This is an optimization exercise on Yosys and OpenROAD, whose aim is small area and a short achievable clock period, not a production implementation. Where RTL was checked, it was by simulation tests only, not by an equivalence proof against the original. Power and IR drop assume default switching activity.

==> umber <==
==> flow/design.v <==
module fpu_ss_multi_scoreboard #(
    parameter int NB_CORES     = 2,
    parameter int NUM_REGS     = 32,
    parameter int CNT_W        = 2,
    parameter int MAX_INFLIGHT = 8,
    parameter int IN_ORDER_WB  = 1,
    localparam int CORE_W      = (NB_CORES > 1) ? $clog2(NB_CORES) : 1,
    localparam int REG_W       = $clog2(NUM_REGS),
    localparam int INF_W       = $clog2(MAX_INFLIGHT + 1)
) (
    input  logic                clk_i,
    input  logic                rst_ni,
    input  logic                disp_valid_i,
    output logic                disp_ready_o,
    input  logic [CORE_W-1:0]   disp_core_i,
    input  logic [3*REG_W-1:0]  disp_rs_i,
    input  logic [2:0]          disp_rs_use_i,
    input  logic [REG_W-1:0]    disp_rd_i,
    input  logic                disp_rd_fp_i,
    input  logic                fpu_wb_valid_i,
    input  logic [CORE_W-1:0]   fpu_wb_core_i,
    input  logic [REG_W-1:0]    fpu_wb_rd_i,
    input  logic                lsu_wb_valid_i,
    input  logic [CORE_W-1:0]   lsu_wb_core_i,
    input  logic [REG_W-1:0]    lsu_wb_rd_i,
    output logic [5:0]          fwd_sel_o,
    output logic [INF_W-1:0]    inflight_o,
    output logic                err_o
);
    localparam int NS    = MAX_INFLIGHT;
    localparam int TAG_W = CORE_W + REG_W;
    logic [TAG_W-1:0] tag_q [NS];
    logic [CNT_W-1:0] cnt_q [NS];
    logic [INF_W-1:0] inflight_q;
    logic             err_q;
    logic [NS-1:0]    live, one, full, core_m, rd_m, fpu_m, lsu_m, fpu_fw, lsu_fw, blk;
    logic [NS-1:0]    alloc, inc_s, fpu_s, lsu_s;
    logic [NS-1:0]    rs_m [3];
    logic [2:0]       raw_haz;
    logic [5:0]       fwd_sel;
    logic             hazard, inc, rd_hit, rd_full, fpu_hit, fpu_multi, lsu_hit;
    logic             same_tgt, fpu_ok, lsu_ok, err_set;
    always_comb begin
        for (int s = 0; s < NS; s++) begin
            live[s]   = (cnt_q[s] != '0);
            one[s]    = (cnt_q[s] == CNT_W'(1));
            full[s]   = (cnt_q[s] == '1);
            core_m[s] = live[s] && (tag_q[s][REG_W +: CORE_W] == disp_core_i);
            rd_m[s]   = core_m[s] && (tag_q[s][REG_W-1:0] == disp_rd_i);
            fpu_m[s]  = fpu_wb_valid_i && live[s] && (tag_q[s] == {fpu_wb_core_i, fpu_wb_rd_i});
            lsu_m[s]  = lsu_wb_valid_i && live[s] && (tag_q[s] == {lsu_wb_core_i, lsu_wb_rd_i});
            fpu_fw[s] = one[s] && fpu_m[s] && !lsu_m[s];
            lsu_fw[s] = one[s] && lsu_m[s] && !fpu_m[s];
            blk[s]    = live[s] && !fpu_fw[s] && !lsu_fw[s];
            for (int i = 0; i < 3; i++)
                rs_m[i][s] = disp_rs_use_i[i] && core_m[s]
                          && (tag_q[s][REG_W-1:0] == disp_rs_i[i*REG_W +: REG_W]);
        end
        for (int i = 0; i < 3; i++) begin
            raw_haz[i]       = |(rs_m[i] & blk);
            fwd_sel[2*i]     = |(rs_m[i] & fpu_fw);
            fwd_sel[2*i + 1] = |(rs_m[i] & lsu_fw);
        end
    end
    always_comb begin
        rd_full  = |(rd_m & full);
        hazard   = (|raw_haz) || (disp_rd_fp_i && (rd_full || inflight_q[INF_W-1]));
        inc      = disp_valid_i && !hazard && disp_rd_fp_i;
        rd_hit   = |rd_m;
        fpu_hit   = |fpu_m;
        fpu_multi = |(fpu_m & ~one);
        lsu_hit   = |lsu_m;
        same_tgt  = fpu_wb_valid_i && lsu_wb_valid_i
                 && (fpu_wb_core_i == lsu_wb_core_i) && (fpu_wb_rd_i == lsu_wb_rd_i);
        fpu_ok    = fpu_hit;
        lsu_ok    = same_tgt ? fpu_multi : lsu_hit;
        err_set   = (fpu_wb_valid_i && !fpu_ok) || (lsu_wb_valid_i && !lsu_ok);
        for (int s = 0; s < NS; s++) begin
            alloc[s] = !live[s];
            for (int t = 0; t < s; t++)
                if (!live[t]) alloc[s] = 1'b0;
        end
        inc_s = {NS{inc}} & (rd_hit ? rd_m : alloc);
        fpu_s = fpu_m;
        lsu_s = {NS{lsu_ok}} & lsu_m;
    end
    assign disp_ready_o = !hazard;
    assign fwd_sel_o    = fwd_sel;
    assign inflight_o   = inflight_q;
    assign err_o        = err_q;
    always_ff @(posedge clk_i) begin
        for (int s = 0; s < NS; s++)
            if (!live[s])
                tag_q[s] <= {disp_core_i, disp_rd_i};
    end
    always_ff @(posedge clk_i or negedge rst_ni) begin
        if (!rst_ni) begin
            for (int s = 0; s < NS; s++)
                cnt_q[s] <= '0;
            inflight_q <= '0;
            err_q      <= 1'b0;
        end else begin
            for (int s = 0; s < NS; s++)
                cnt_q[s] <= cnt_q[s] + CNT_W'(inc_s[s]) - CNT_W'(fpu_s[s]) - CNT_W'(lsu_s[s]);
            inflight_q <= inflight_q + INF_W'(inc) - INF_W'(fpu_ok) - INF_W'(lsu_ok);
            if (err_set)
                err_q <= 1'b1;
        end
    end
endmodule
==> flow/run.sh <==
#!/bin/bash
# synth_recipe.tcl (not shown) runs the flow's synth.tcl, then flattens the netlist and writes it again
# the make line also repeats each setting of config.mk as NAME=value (left out here)
make -C /OpenROAD-flow-scripts/flow DESIGN_CONFIG=/design/flow/config.mk WORK_HOME=/design/flow/orfs CLKGATE_MAP_FILE= SYNTH_SCRIPT=/design/flow/synth_recipe.tcl finish
==> flow/config.mk <==
export PLATFORM = sky130hd
export DESIGN_NAME = fpu_ss_multi_scoreboard
export DESIGN_NICKNAME = fpu_ss_multi_scoreboard
export VERILOG_FILES = /design/flow/design.v
export SDC_FILE = /design/flow/constraint.sdc
export NUM_CORES = 4
export LEC_CHECK = 0
export CAP_MARGIN = 20
export CORE_MARGIN = 2
export CORE_UTILIZATION = 30
export PLACE_DENSITY = 0.5
export SETUP_SLACK_MARGIN = 3
export SLEW_MARGIN = 20
==> flow/constraint.sdc <==
create_clock -name core_clock -period 10.0 [get_ports {clk_i}]
set_input_delay 2.0000 -clock core_clock [delete_from_list [all_inputs] [get_ports {clk_i}]]
set_output_delay 2.0000 -clock core_clock [all_outputs]
set_load 0.01 [all_outputs]
==> inputs of xenon, as changes to umber <==
--- a/flow/design.v
+++ b/flow/design.v
@@ -35,3 +35,4 @@
     logic             err_q;
-    logic [NS-1:0]    live, one, full, core_m, rd_m, fpu_m, lsu_m, fpu_fw, lsu_fw, blk;
+    logic [NS-1:0]    live, one, full, core_m, rd_m, fpu_m, lsu_m;
+    logic [2:0]       rs_fh, rs_lh, rs_nz, rs_one;
     logic [NS-1:0]    alloc, inc_s, fpu_s, lsu_s;
@@ -51,13 +52,15 @@
             lsu_m[s]  = lsu_wb_valid_i && live[s] && (tag_q[s] == {lsu_wb_core_i, lsu_wb_rd_i});
-            fpu_fw[s] = one[s] && fpu_m[s] && !lsu_m[s];
-            lsu_fw[s] = one[s] && lsu_m[s] && !fpu_m[s];
-            blk[s]    = live[s] && !fpu_fw[s] && !lsu_fw[s];
             for (int i = 0; i < 3; i++)
-                rs_m[i][s] = disp_rs_use_i[i] && core_m[s]
-                          && (tag_q[s][REG_W-1:0] == disp_rs_i[i*REG_W +: REG_W]);
+                rs_m[i][s] = core_m[s] && (tag_q[s][REG_W-1:0] == disp_rs_i[i*REG_W +: REG_W]);
         end
         for (int i = 0; i < 3; i++) begin
-            raw_haz[i]       = |(rs_m[i] & blk);
-            fwd_sel[2*i]     = |(rs_m[i] & fpu_fw);
-            fwd_sel[2*i + 1] = |(rs_m[i] & lsu_fw);
+            rs_fh[i] = fpu_wb_valid_i && (fpu_wb_core_i == disp_core_i)
+                    && (fpu_wb_rd_i == disp_rs_i[i*REG_W +: REG_W]);
+            rs_lh[i] = lsu_wb_valid_i && (lsu_wb_core_i == disp_core_i)
+                    && (lsu_wb_rd_i == disp_rs_i[i*REG_W +: REG_W]);
+            rs_nz[i] = disp_rs_use_i[i] && (|rs_m[i]);
+            rs_one[i] = |(rs_m[i] & one);
+            raw_haz[i]       = rs_nz[i] && !(rs_one[i] && (rs_fh[i] ^ rs_lh[i]));
+            fwd_sel[2*i]     = rs_nz[i] && rs_one[i] && rs_fh[i] && !rs_lh[i];
+            fwd_sel[2*i + 1] = rs_nz[i] && rs_one[i] && rs_lh[i] && !rs_fh[i];
         end
==> flow/flow/run.sh (new file) <==
#!/bin/bash
# The standard layout, with the port buffers made as buf_4 cells instead of the
# resizer's default pick, so the ports do not start out behind slow delay cells.
set -euo pipefail
bash standard.sh "BUFFER_PORTS_ARGS=-buffer_cell sky130_fd_sc_hd__buf_4" ${EXTRA_VARS:-} finish > orfs_finish.log 2>&1
==> flow/standard.sh (new file) <==
#!/bin/bash
# synth_recipe.tcl (not shown) runs the flow's synth.tcl, then flattens the netlist and writes it again
# the make line also repeats each setting of config.mk as NAME=value (left out here)
make -C /OpenROAD-flow-scripts/flow DESIGN_CONFIG=/design/flow/config.mk WORK_HOME=/design/flow/orfs CLKGATE_MAP_FILE= SYNTH_SCRIPT=/design/flow/synth_recipe.tcl "${@:-finish}"
Settings changed: CORE_UTILIZATION 30 to 60, PLACE_DENSITY 0.5 to 0.75, SETUP_SLACK_MARGIN 3 to 4.5, TNS_END_PERCENT set to 0.
removed: flow/run.sh
==> inputs of willow, as changes to umber <==
Settings changed: SETUP_SLACK_MARGIN 3 to 4.
==> flow_metrics.py <==
metrics = {
    "logic_synthesis": {
        "synth.most_common_cell": "xnor2_1",
        "synth_common_cells": "xnor2_1, xor2_1, edfxtp_1",
        "yosysTopAreaCell": "xnor2_1",
        "netlist_area_sq_mm": 0.007237,
    },
    "pwr": {
        "powerClk_uw": 324,
        "pwr-share-seq_pct": 40.3,
        "total_power_uw": 1818,
    },
    "die": {
        "fp.dieW_um": 159.3,
    },
    "outcome": {
        "status": "no timing/DRC/antenna violations",
    },
    "clock_tree": {
        "clkSlewWorstSetupHoldPaths_ns": 0.05,
    },
    "critical_path": {
        "cp_max_fo": 9,
        "path_delay_family": "buffers and inverters",
        "cp_slowest_stage_delay_ns": 0.53,
    },
    "layout": {
        "final-nonclk-buf-share_pct": 7.598,
    },
    "sta": {
        "tightest_slew_ns": 1.256,
    },
}
(the above is from umber)
==> flow_metrics.py <==
metrics = {
    "pwr": {
        "powerClk_uw": 317,
        "pwr-share-seq_pct": 37.1,
    },
    "layout": {
        "final-nonclk-buf-share_pct": 7.993,
    },
    "hold_path": {
        "hp-class": "flip-flop to flip-flop",
    },
    "critical_path": {
        "path_delay_family": "compound AO/OA/AOI/OAI gates",
        "cp_max_fo": 10,
    },
    "logic_synthesis": {
        "synth.most_common_cell": "xor2_1",
        "yosysTopAreaCell": "xor2_1",
    },
    "die": {
        "fp.dieW_um": 115.0,
    },
    "outcome": {
        "status": "no timing/DRC/antenna violations",
    },
    "clock_tree": {
        "hold_buffers": 0,
        "clkSlewWorstSetupHoldPaths_ns": 0.06,
    },
    "sta": {
        "tightest_slew_ns": 0.8650,
    },
}
(the above is from xenon)
==> flow_metrics.py <==
metrics = {
    "outcome": {
        "status": "no timing/DRC/antenna violations",
    },
    "critical_path": {
        "path_delay_family": "buffers and inverters",
        "worstSetupStartpoint": "lsu_wb_valid_i",
        "cp_slowest_stage_delay_ns": 0.36,
        "cp_max_fo": 5,
    },
    "logic_synthesis": {
        "synth.most_common_cell": "xnor2_1",
        "synth_common_cells": "xnor2_1, xor2_1, edfxtp_1",
        "yosysTopAreaCell": "xnor2_1",
        "netlist_area_sq_mm": 0.007237,
    },
    "pwr": {
        "powerClk_uw": 331,
    },
    "sta": {
        "tightest_slew_ns": 0.9727,
    },
    "die": {
        "fp.dieW_um": 159.3,
    },
    "layout": {
        "final-nonclk-buf-share_pct": 12.29,
    },
    "clock_tree": {
        "hold_buffers": 0,
    },
}
(the above is from willow)
No functional check of the RTL was part of umber and willow.

==> re-timing with driven ports <==
The results above use ideal ports. As a check the final layouts listed here were re-extracted and re-timed, cells and wires unchanged. Step 1 (the two cells are an assumption about what drives the block):
set clk [get_ports {clk_i}]
set_driving_cell -lib_cell sky130_fd_sc_hd__clkbuf_16 $clk
set_driving_cell -lib_cell sky130_fd_sc_hd__buf_2 [delete_from_list [all_inputs] $clk]
Step 2 times the ports against the registers' clock, not the clock port: input delays grow and output delays shrink by t, the midpoint of the rising clock arrivals with the driver on. Slacks: ideal / step 1 / step 2; pairs: ideal / step 1.
run	t, ns	setup slack, ns	worst setup path after step 2	clock arrival spread, ns	pins driven straight from the clock port
umber	0.387	3.137 / 3.116 / 3.116	input to output	0.009 / 0.009	1
xenon	0.390	4.047 / 3.884 / 3.884	input to output	0.010 / 0.010	1
willow	0.393	3.765 / 3.724 / 3.724	input to output	0.012 / 0.012	1
After both steps every run listed still meets setup and hold. The setup slack of xenon, which loses most, moves by -0.163 ns with the drivers and by -0.163 ns with both steps.
